This is an optimization exercise on Yosys and OpenROAD, whose aim is small area, a short achievable clock period and few clock cycles per item, not a production implementation. Only simulation tests tie the RTL to the original design; equivalence was not proved. No activity file was given, so power comes from the tool's default toggle rates.

`flow/design.v`:
```
package skts_pkg;
	localparam int TABLE_DEPTH = 64;
	localparam int KEY_BITS    = 32;
	localparam int CYC_BITS    = 16;
	localparam int IDX_W       = $clog2(TABLE_DEPTH);
	localparam int CNT_W       = $clog2(TABLE_DEPTH + 1);
	localparam int REC_W       = KEY_BITS + CYC_BITS;
	typedef enum logic [1:0] {
		OP_INSERT = 2'd0,
		OP_SEARCH = 2'd1,
		OP_RANGE  = 2'd2
	} op_t;
	typedef enum logic [2:0] {
		ST_INSERTED    = 3'd0,
		ST_FULL        = 3'd1,
		ST_FOUND       = 3'd2,
		ST_NOT_FOUND   = 3'd3,
		ST_RANGE_MATCH = 3'd4,
		ST_RANGE_EMPTY = 3'd5
	} status_t;
endpackage
module sorted_key_table_search (
	input  logic                           clk,
	input  logic                           arst_n,
	input  logic                           start,
	output logic                           busy,
	input  logic [1:0]                     op,
	input  logic [skts_pkg::KEY_BITS-1:0]  record_key,
	input  logic [skts_pkg::CYC_BITS-1:0]  record_cycle,
	input  logic [skts_pkg::KEY_BITS-1:0]  upper_bound,
	output logic                           done,
	output logic [2:0]                     status,
	output logic [skts_pkg::KEY_BITS-1:0]  found_key,
	output logic [skts_pkg::CYC_BITS-1:0]  found_cycle,
	output logic                           last
);
	localparam int TABLE_DEPTH = skts_pkg::TABLE_DEPTH;
	localparam int KEY_BITS    = skts_pkg::KEY_BITS;
	localparam int CYC_BITS    = skts_pkg::CYC_BITS;
	localparam logic [1:0] OP_INSERT = skts_pkg::OP_INSERT;
	localparam logic [1:0] OP_SEARCH = skts_pkg::OP_SEARCH;
	localparam logic [1:0] OP_RANGE  = skts_pkg::OP_RANGE;
	localparam logic [2:0] ST_INSERTED    = skts_pkg::ST_INSERTED;
	localparam logic [2:0] ST_FULL        = skts_pkg::ST_FULL;
	localparam logic [2:0] ST_FOUND       = skts_pkg::ST_FOUND;
	localparam logic [2:0] ST_NOT_FOUND   = skts_pkg::ST_NOT_FOUND;
	localparam logic [2:0] ST_RANGE_MATCH = skts_pkg::ST_RANGE_MATCH;
	localparam logic [2:0] ST_RANGE_EMPTY = skts_pkg::ST_RANGE_EMPTY;
	localparam int N = TABLE_DEPTH;
	localparam logic [1:0] K_INS    = 2'd0;
	localparam logic [1:0] K_FULL   = 2'd1;
	localparam logic [1:0] K_SEARCH = 2'd2;
	localparam logic [1:0] K_RANGE  = 2'd3;
	logic [KEY_BITS-1:0] tkey [N];
	logic [CYC_BITS-1:0] tcyc [N];
	logic [N-1:0]        tv;
	logic                rv_q;
	logic [1:0]          rop_q;
	logic [KEY_BITS-1:0] rkey_q;
	logic [CYC_BITS-1:0] rcyc_q;
	logic [KEY_BITS-1:0] rub_q;
	logic                s0v_q, s1v_q;
	logic [1:0]          s0k_q, s1k_q;
	logic [N-1:0]        s0p_q, s1p_q;    
	logic [KEY_BITS-1:0] s0c_q, s1c_q;    
	logic [N-1:0]        s0h_q;           
	logic                go;
	logic                ins;
	logic [N-1:0]        gx;
	logic [N-1:0]        g;
	logic [1:0]          ek;
	logic [N-1:0]        ep;
	logic [KEY_BITS-1:0] ec;
	logic [N-1:0]        cur;
	logic [N-1:0]        nxt;
	logic [N-1:0]        adv;
	logic [N-1:0]        ld;
	logic [KEY_BITS-1:0] ck;
	logic [CYC_BITS-1:0] cc;
	logic [KEY_BITS-1:0] nk;
	logic                hit;
	logic                nval;
	logic                eqk;
	logic                ck_lt;
	logic                nk_lt;
	logic                m0;
	logic                m1;
	logic                cont;
	logic                pop;
	assign busy = rv_q && s1v_q;
	assign go   = rv_q && !s1v_q;
	assign ins  = go && (rop_q == OP_INSERT) && !tv[N-1];
	for (genvar i = 0; i < N; i++) begin : g_cmp
		skts_gt u_gt (.a(tkey[i]), .b(rkey_q), .cin(rop_q == OP_SEARCH), .gt(gx[i]));
	end
	skts_gt u_ck (.a(s0c_q), .b(ck), .cin(1'b0), .gt(ck_lt));
	skts_gt u_nk (.a(s0c_q), .b(nk), .cin(1'b0), .gt(nk_lt));
	always_comb begin
		for (int i = 0; i < N; i++) begin
			g[i]  = ins && (gx[i] || !tv[i]);
		end
		ep = gx & tv;
		case (rop_q)
			OP_INSERT: ek = tv[N-1] ? K_FULL : K_INS;
			OP_SEARCH: ek = K_SEARCH;
			default:   ek = K_RANGE;
		endcase
		ec = (rop_q == OP_SEARCH) ? rkey_q : rub_q;
	end
	always_ff @(posedge clk) begin
		for (int i = 0; i < N; i++) begin
			if (g[i]) begin
				if (i > 0 && g[(i > 0) ? i-1 : 0]) begin
					tkey[i] <= tkey[(i > 0) ? i-1 : 0];
					tcyc[i] <= tcyc[(i > 0) ? i-1 : 0];
				end else begin
					tkey[i] <= rkey_q;
					tcyc[i] <= rcyc_q;
				end
			end
		end
	end
	always_ff @(posedge clk or negedge arst_n) begin
		if (!arst_n) begin
			tv <= '0;
		end else if (ins) begin
			tv <= {tv[N-2:0], 1'b1};
		end
	end
	always_ff @(posedge clk) begin
		if (!busy) begin
			rop_q  <= op;
			rkey_q <= record_key;
			rcyc_q <= record_cycle;
			rub_q  <= upper_bound;
		end
	end
	always_ff @(posedge clk or negedge arst_n) begin
		if (!arst_n) begin
			rv_q <= 1'b0;
		end else if (!busy) begin
			rv_q <= start && (op != 2'd3);
		end
	end
	always_comb begin
		cur = s0p_q & ~{s0p_q[N-2:0], 1'b0};
		nxt[0] = 1'b0;
		for (int i = 1; i < N; i++)
			nxt[i] = (cur[i-1] && !s0h_q[i]) || (i > 1 && cur[(i > 1) ? i-2 : 0] && s0h_q[i-1]);
		ck  = '0;
		cc  = '0;
		nk  = '0;
		for (int i = 0; i < N; i++) begin
			ck = ck | (tkey[i] & {KEY_BITS{cur[i]}});
			cc = cc | (tcyc[i] & {CYC_BITS{cur[i]}});
			nk = nk | (tkey[i] & {KEY_BITS{nxt[i]}});
		end
		hit  = |s0p_q;
		nval = |(nxt & tv);
		eqk  = (ck == s0c_q);
		m0   = hit && ck_lt;
		m1   = nval && nk_lt;
		cont = s0v_q && (s0k_q == K_RANGE) && m0 && m1;
		pop  = !cont;
		adv[0] = nxt[0] && !g[0];
		for (int i = 1; i < N; i++)
			adv[i] = (nxt[i] && !g[i]) || (nxt[i-1] && g[i-1]);
		ld[0] = g[0];
		for (int i = 1; i < N; i++)
			ld[i] = g[i] && !g[i-1];
	end
	always_ff @(posedge clk) begin
		if (pop) begin
			if (s1v_q) begin
				s0k_q <= s1k_q;
				s0p_q <= s1p_q;
				s0c_q <= s1c_q;
			end else begin
				s0k_q <= ek;
				s0p_q <= ep;
				s0c_q <= ec;
			end
			s0h_q <= '0;
		end else begin
			s0p_q <= adv;
			if (ins)
				s0h_q <= ld;
		end
		if (go) begin
			s1k_q <= ek;
			s1p_q <= ep;
			s1c_q <= ec;
		end
	end
	always_ff @(posedge clk or negedge arst_n) begin
		if (!arst_n) begin
			s0v_q <= 1'b0;
			s1v_q <= 1'b0;
		end else begin
			if (pop)
				s0v_q <= s1v_q || go;
			s1v_q <= pop ? (s1v_q && go) : (s1v_q || go);
		end
	end
	always_ff @(posedge clk) begin
		last        <= !cont;
		found_key   <= '0;
		found_cycle <= '0;
		case (s0k_q)
			K_INS:  status <= ST_INSERTED;
			K_FULL: status <= ST_FULL;
			K_SEARCH: begin
				if (hit && eqk) begin
					status      <= ST_FOUND;
					found_key   <= ck;
					found_cycle <= cc;
				end else begin
					status      <= ST_NOT_FOUND;
				end
			end
			default: begin
				if (m0) begin
					status      <= ST_RANGE_MATCH;
					found_key   <= ck;
					found_cycle <= cc;
				end else begin
					status      <= ST_RANGE_EMPTY;
				end
			end
		endcase
	end
	always_ff @(posedge clk or negedge arst_n) begin
		if (!arst_n) begin
			done <= 1'b0;
		end else begin
			done <= s0v_q;
		end
	end
endmodule
module skts_gt #(
	parameter int W = 32
) (
	input  logic [W-1:0] a,
	input  logic [W-1:0] b,
	input  logic         cin,
	output logic         gt
);
	localparam int L = $clog2(W);
	logic [W-1:0] gg [L+1];
	logic [W-1:0] pp [L+1];
	assign gg[0][0] = a[0] ? (~b[0] | cin) : (~b[0] & cin);
	assign pp[0][0] = 1'b0;
	for (genvar i = 1; i < W; i++) begin : g_bit
		assign gg[0][i] = a[i] & ~b[i];
		assign pp[0][i] = a[i] | ~b[i];
	end
	for (genvar l = 1; l <= L; l++) begin : g_lvl
		for (genvar j = 0; j < (W >> l); j++) begin : g_node
			assign gg[l][j] = gg[l-1][2*j+1] | (pp[l-1][2*j+1] & gg[l-1][2*j]);
			assign pp[l][j] = pp[l-1][2*j+1] & pp[l-1][2*j];
		end
		assign gg[l][W-1:(W >> l)] = '0;
		assign pp[l][W-1:(W >> l)] = '0;
	end
	assign gt = gg[L][0];
endmodule
```
`flow/config.mk`:
```
export PLATFORM = sky130hd
export DESIGN_NAME = sorted_key_table_search
export DESIGN_NICKNAME = sorted_key_table_search
export VERILOG_FILES = /design/flow/design.v
export SDC_FILE = /design/flow/constraint.sdc
export NUM_CORES = 4
export LEC_CHECK = 0
export CAP_MARGIN = 20
export CORE_MARGIN = 2
export CORE_UTILIZATION = 40
export SLEW_MARGIN = 20
```
`flow/run.sh`:
```
#!/bin/bash
# synth_recipe.tcl (not shown) runs the flow's synth.tcl, then flattens the netlist and writes it again
# the make line also repeats each setting of config.mk as NAME=value (left out here)
make -C /OpenROAD-flow-scripts/flow DESIGN_CONFIG=/design/flow/config.mk WORK_HOME=/design/flow/orfs CLKGATE_MAP_FILE= SYNTH_SCRIPT=/design/flow/synth_recipe.tcl finish
```
`flow/constraint.sdc`:
```
create_clock -name core_clock -period 7.0 [get_ports {clk}]
set_input_delay 1.4000 -clock core_clock [delete_from_list [all_inputs] [get_ports {clk}]]
set_output_delay 1.4000 -clock core_clock [all_outputs]
set_load 0.01 [all_outputs]
```
==> results of run 1 <==
cells by family after synthesis:
kind of cell	Yosys count	share of synthesized area [%]
AOI/OAI and AO/OA	7944	25.6
adders and majority gates	438	2.18
buffers and inverters	3216	5.84
DFF	3533	49.7
muxes	1284	6.88
and+or+nand+nor	4354	9.71
power by group through the flow:
stage / Clock (mW) / Combinational, mW / Sequential, mW
after CTS: 22.6 / 66.0 / 27.8
after detailed placement: 0 / 65.8 / 28.2
after global placement: 0 / 65.9 / 28.2
after floorplan: 0 / 22.5 / 26.5
worst min path at each step:
stage	from	end	slack, ns	cells past startpoint
after floorplan	s0v_q$_DFFE_PN0N_	done$_DFF_PN0_	0.35	0
after global placement	s0h_q[43]$_SDFFE_PN0P_	s0h_q[43]$_SDFFE_PN0P_	0.52	2
after detailed placement	s1p_q[0]$_DFFE_PP_	s0p_q[0]$_SDFF_PP0_	0.50	2
after CTS	arst_n	done$_DFF_PN0_	0.23	1
synthesized netlist by cell type, drive strengths merged, types with 136 or more instances:
library cell and number:
nand4 409, dfxtp 179, buf 340, nor2b 154
mux2 1221, nand2 2466, a22oi 1246, o21ai 2682
clkbuf 1717, maj3 375, a21oi 830, a222oi 254
nor3 150, o22ai 540, o2111ai 136, nor2 424
nand3 158, a221oi 814, a22o 710, edfxtp 3286
inv 1142
routing by layer:
metal	GRT usage, %	GRT overflow
met3	86.0	619
met2	97.6	2518
met1	92.0	531
met4	88.2	1614
met5	72.2	89
what timing repair did:
item	4_1_cts
endpoints found under the setup margin	184
buffers inserted	2
gates resized for setup	4
pin swaps	1
hold buffers	0
==> flow_metrics.tcl, run 1 <==
set metrics [dict create \
    status "did not finish" \
    placed_area_um2 237000 \
    ys_types 92 \
    ys_warn_count 8 \
    haltStage "global routing (5_1_grt)" \
    dieWidth_um 727 \
    dp_hpwl_um 1660000 \
    cts-htree-levels 5 \
    start_util_pct 40.1 \
    synthesis.nets 20900 \
    cts-root-buf "clkbuf_16" \
    yosysSeqAreaShare_pct 49.7 \
    die_h_um 727 \
    synthTopCellsByArea "edfxtp_1 47%, mux2_2 6.6%, o21ai_0 6.4%" \
    clk_path_buf_depth 4 \
    grt_max_degree 100 \
    error_line "[ERROR GRT-0116] Global routing finished with congestion. Check the congestion regions in the DRC Viewer." \
    io_pins 139 \
    synthesis.area_um2 209000 \
    port_buffers 138 \
    synth_edf_count 3286 \
    num_rows 265 \
    ys.flop_type "edfxtp_1" \
    placed_cells 28100 \
    gp_congestion 1.41 \
    synth_area_per_cell_um2 10.1 \
    grt_pass1_vias 273000 \
    synth_top_cell_by_area "edfxtp_1" \
    pre_cts_ws_ns -0.720 \
    async_flop_share_pct 1.92 \
    grt_pass1_wl_um 3260000 \
    syn_inst 20800 \
    yosysTopAreaCellShare_pct 47.2 \
    ys_ff_latch 3533 \
    cts_made_buffers 411 \
    clock-sinks 3533 \
    grt_overflow_total 5371 \
    grt_use_total_pct 91.2 \
]
Testbench counts, summed over its fixed seeds: cycles 1,785, items 1,536.
==> inputs of run 2 (changes only) <==
--- a/flow/config.mk
+++ b/flow/config.mk
@@ -10,2 +10,3 @@
 export CORE_UTILIZATION = 40
+export SETUP_SLACK_MARGIN = 3.0
 export SLEW_MARGIN = 20
==> run 2 against run 1 <==
  * The run again fails in global routing (5_1_grt)
  * Synthesized cell count is the same
  * Synthesized area is the same
==> flow_metrics.tcl, run 2 <==
set metrics [dict create \
    synth_common_cells "3,286 x edfxtp_1, 2,680 x o21ai_0, 2,466 x nand2_1" \
    dieWidth_um 727 \
    cts_made_buffers 408 \
    dp_hpwl_um 1710000 \
    grt_use_total_pct 94.9 \
    synthTopCellsByArea "edfxtp_1 47%, mux2_2 6.6%, o21ai_0 6.4%" \
    haltStage "global routing (5_1_grt)" \
    ys.flop_type "edfxtp_1" \
    status "did not finish" \
    ys_warn_count 8 \
    synth_top_cell_by_area "edfxtp_1" \
    syn_inst 20800 \
    ys_types 92 \
    yosysSeqAreaShare_pct 49.7 \
    synth_area_per_cell_um2 10.1 \
    grt_max_degree 99 \
    yosysMostFrequentCell "edfxtp_1" \
    io_pins 139 \
    gp_congestion 1.38 \
    async_flop_share_pct 1.92 \
    ys_ff_latch 3533 \
    port_buffers 138 \
    clk_path_buf_depth 4 \
    grt_pass1_wl_um 3410000 \
    error_line "[ERROR GRT-0116] Global routing finished with congestion. Check the congestion regions in the DRC Viewer." \
    yosysTopAreaCellShare_pct 47.2 \
    num_rows 265 \
    grt_overflow_total 10600 \
    postCtsHoldBufs 0 \
    cts-htree-levels 5 \
    start_util_pct 40.1 \
    synthesis.area_um2 209000 \
    synth_edf_count 3286 \
    clock-sinks 3533 \
    cts-root-buf "clkbuf_16" \
    grt_pass1_vias 284000 \
    placed_cells 28200 \
    synthesis.nets 20900 \
    die_h_um 727 \
]
[run 2: cell counts after synthesis]
No cell type changed its count.
[run 2: power groups by stage]
| stage | clock network, mW | logic (mW) | registers (mW) |
|---|---|---|---|
| 4_1_cts | 22.8 | 69.2 | 28.2 |
| 3_3_place_gp | 0 | 58.2 | 28.3 |
| 2_1_floorplan | 0 | 22.7 | 26.4 |
| 3_5_place_dp | 0 | 58.5 | 28.3 |
[run 2: worst max path at each step]
stage / from / end / slack [ns] / cells past startpoint
after floorplan: s0p_q[7]$_DFF_P_ / s0c_q[0]$_DFFE_PN_ / 2.48 / 23
after global placement: rop_q[1]$_DFFE_PN_ / tkey[30][18]$_DFFE_PP_ / -3.23 / 16
after detailed placement: s0p_q[9]$_DFF_P_ / found_cycle[10]$_DFF_P_ / -0.40 / 14
after CTS: rkey_q[7]$_DFFE_PN_ / tkey[29][5]$_DFFE_PP_ / 1.50 / 15
[run 2: timing repair]
item,4_1_cts
setup buffers,274
pin swaps,81
endpoints found under the setup margin,6332
cloned,14
resized for setup,552
[run 2: logic make-up after synthesis]
logic type / after synthesis / synth area share [%]
buffers and inverters: 3216 / 5.84
multiplexers: 1284 / 6.88
AND/OR/NAND/NOR: 4354 / 9.71
flip-flops: 3533 / 49.7
adder cells (fa/ha/maj): 438 / 2.18
AO/OA/AOI/OAI: 7944 / 25.6
[run 2: per-stage QoR]
stage	setup WS, ns	cell area, µm²	utilization [%]
2_1_floorplan	2.48	210000	-
3_3_place_gp	-3.23	237000	45.6
3_5_place_dp	-0.403	238000	45.7
4_1_cts	1.50	257000	49.3
[run 2: routing by layer]
metal / overflow / global-route usage [%]
met1: 936 / 94.8
met2: 5321 / 101
met3: 1007 / 90.3
met4: 3191 / 93.2
met5: 98 / 80.7
